From an optimization exercise on the open Yosys and OpenROAD flow, aimed at small area, a short achievable clock period and few clock cycles per item; shortcuts taken in it are not production practice.
Function was checked by simulation only, so behaviour that the tests miss may differ from the original.

run 1:
// series_eval_engine
module series_eval_engine #(
    parameter int WIDTH = 16,
    parameter int TERMS = 4
) (
    input  logic             clk,
    input  logic             rst,
    input  logic             start,
    input  logic [WIDTH-1:0] x,
    input  logic             coef_wr,
    input  logic [2:0]       coef_addr,
    input  logic [WIDTH-1:0] coef_data,
    output logic             busy,
    output logic             done,
    output logic [WIDTH-1:0] result,
    output logic             ovf
);
For scale: about 5,900 cells after synthesis, about 930 flip-flops, ~58 I/O pins, about 69,000 sq um of cells after synthesis.
export LEC_CHECK = 0
export CAP_MARGIN = 40
export CORE_MARGIN = 2
export CORE_UTILIZATION = 75
export CTS_CLUSTER_DIAMETER = 60
export CTS_CLUSTER_SIZE = 40
export SLEW_MARGIN = 60
export SYNTH_HIERARCHICAL = 1
create_clock -name core_clock -period 11.0 [get_ports {clk}]
standard.sh (not shown) runs the stock make flow with config.mk's settings and CLKGATE_MAP_FILE= SYNTH_SCRIPT=/design/flow/synth_recipe.tcl, a recipe that flattens the netlist after the stock synthesis.
==> flow/flow/run.sh <==
#!/bin/bash
# The standard layout, except that the port buffers are buf_4 cells
# (buffer_ports otherwise picks a slow delay buffer, which then sets the
# period through the output paths).
set -euo pipefail
export BUFFER_PORTS_ARGS="-buffer_cell sky130_fd_sc_hd__buf_4"
bash standard.sh > standard_flow.log 2>&1
Testbench counts of run 1, summed over its fixed seeds: cycles 1,752, items 1,536.
Modified inputs, run 2 compared to run 1
- SLEW_MARGIN now 75, was 60
- CAP_MARGIN now 50, was 40
==> flow/flow/run.sh <==
#!/bin/bash
set -euo pipefail
export BUFFER_PORTS_ARGS="-buffer_cell sky130_fd_sc_hd__buf_4"
export SETUP_SLACK_MARGIN=7.75
bash standard.sh > standard_flow.log 2>&1
[summary]
- Run 1 → run 2: final area +1900 sq um.
- Run 2 contains more vias than run 1.
- Summary of run 2 over run 1: global-route track usage on met1 shows an increase of 1.1 points; non-clock buffer count shows an increase of 60; routed wire length shows an increase of about 4.5%.
- Cells: run 2 has more instances than run 1
- A worst-path cell with the longest stage delay of sky130_fd_sc_hd__dfrtp_1 is what run 2 shows, while sky130_fd_sc_hd__fa_1 belongs to run 1.
- Per the comparison of run 2 with run 1, fraction of standard cell area in multi-input logic decreased by 1.5 points relative to the old numbers, combined buffer and inverter count along the critical path decreased by 1 relative to the old numbers.
[inputs] run 3 vs run 2
- CTS_CLUSTER_SIZE changed from 40 to 30
- CTS_CLUSTER_DIAMETER changed from 60 to 100
==> flow/flow/run.sh <==
#!/bin/bash
# The standard layout, except that the port buffers are buf_4 cells
# (buffer_ports otherwise picks a slow delay buffer, which then sets the
# period through the output paths).
set -euo pipefail
export BUFFER_PORTS_ARGS="-buffer_cell sky130_fd_sc_hd__buf_4"
bash standard.sh > standard_flow.log 2>&1
--- outcome ---
Taking run 2 as the reference point, the filler cell count in the final layout of run 3 rises by 380. When run 3 is measured against run 2, its HPWL reported at the end of detailed placement turns out 1.3% lower. Diff run 2 and run 3: global routing met1 resource utilization lower in run 3.
Relative to run 3, the following input files were edited for run 4:
- CTS_CLUSTER_DIAMETER now 60, was 100
- CTS_CLUSTER_SIZE now 50, was 30
Findings:
- Run 4 against run 3: smallest setup slack after layout shrank by 0.029 ns; number of vias per cell after detailed routing grew by about 0.5%; routed via count grew by about 1.3%.
- Total area of multi-input combinational cells delta (run 3 -> run 4): insignificant
- As far as x dimension of the die goes, run 3 and run 4 are indistinguishable; the numbers are identical.
- Run 4 -> run 3: complex-gate fraction of the synthesized area flat
- Max wire length across run 3 and run 4: run 4
> inputs changed (run 4 -> run 5)
- changing CORE_UTILIZATION from 75 to 65
- removing CTS_CLUSTER_SIZE (formerly 50)
- removing CTS_CLUSTER_DIAMETER (formerly 60)
Results
Of run 5 and run 4, the higher first-pass GRT wire length belongs to run 5.
Lower width of the die was reported by run 4, not run 5.
[compare] base=run 4 new=run 5: number of failing setup endpoints in the final timing report essentially unchanged.
Flip-flop and latch share of the layout cell area delta for run 5 relative to run 4: 0.45 points lower
Going from run 4 to run 5, the utilization was found to have gone down by 9.4 points.
Going from run 4 to run 5, first-iteration DRC count lost 11%, final clock period utilization by the worst path went up, post-layout instance count excluding filler cells increased by about 4% relative to the old numbers.

==> what the ideal ports hide <==
No port has a modelled driver above. Below, the same layouts with a new extraction and two added sets of constraints. Step 1, drivers: a clkbuf_16 drives clk and a buf_2 each remaining input, both assumed. Step 2 adds t to the input delays and takes it off the output delays; t is the mean of the earliest and latest rising clock arrival at the registers after step 1. Input paths then give back, and output paths get back, about the clock's delay inside the block. a / b / c = no drivers / after step 1 / after step 2; a / b = the first two.
| run | t (ns) | slack for setup (ns) | worst setup path at the end | worst slew at a driven data input, ns | pins driven straight from the clock port |
|---|---|---|---|---|---|
| run 1 | 0.724 | 7.525 / 7.513 / 7.525 | register to register | 0.04 | 1 |
| run 2 | 0.742 | 7.561 / 7.492 / 7.800 | register to register | 0.04 | 1 |
| run 3 | 0.706 | 7.605 / 7.533 / 7.672 | register to register | 0.04 | 1 |
| run 4 | 0.747 | 7.575 / 7.502 / 7.703 | register to register | 0.05 | 1 |
| run 5 | 0.765 | 7.559 / 7.483 / 7.702 | register to register | 0.04 | 1 |
After both steps setup and hold are still met in every run listed.
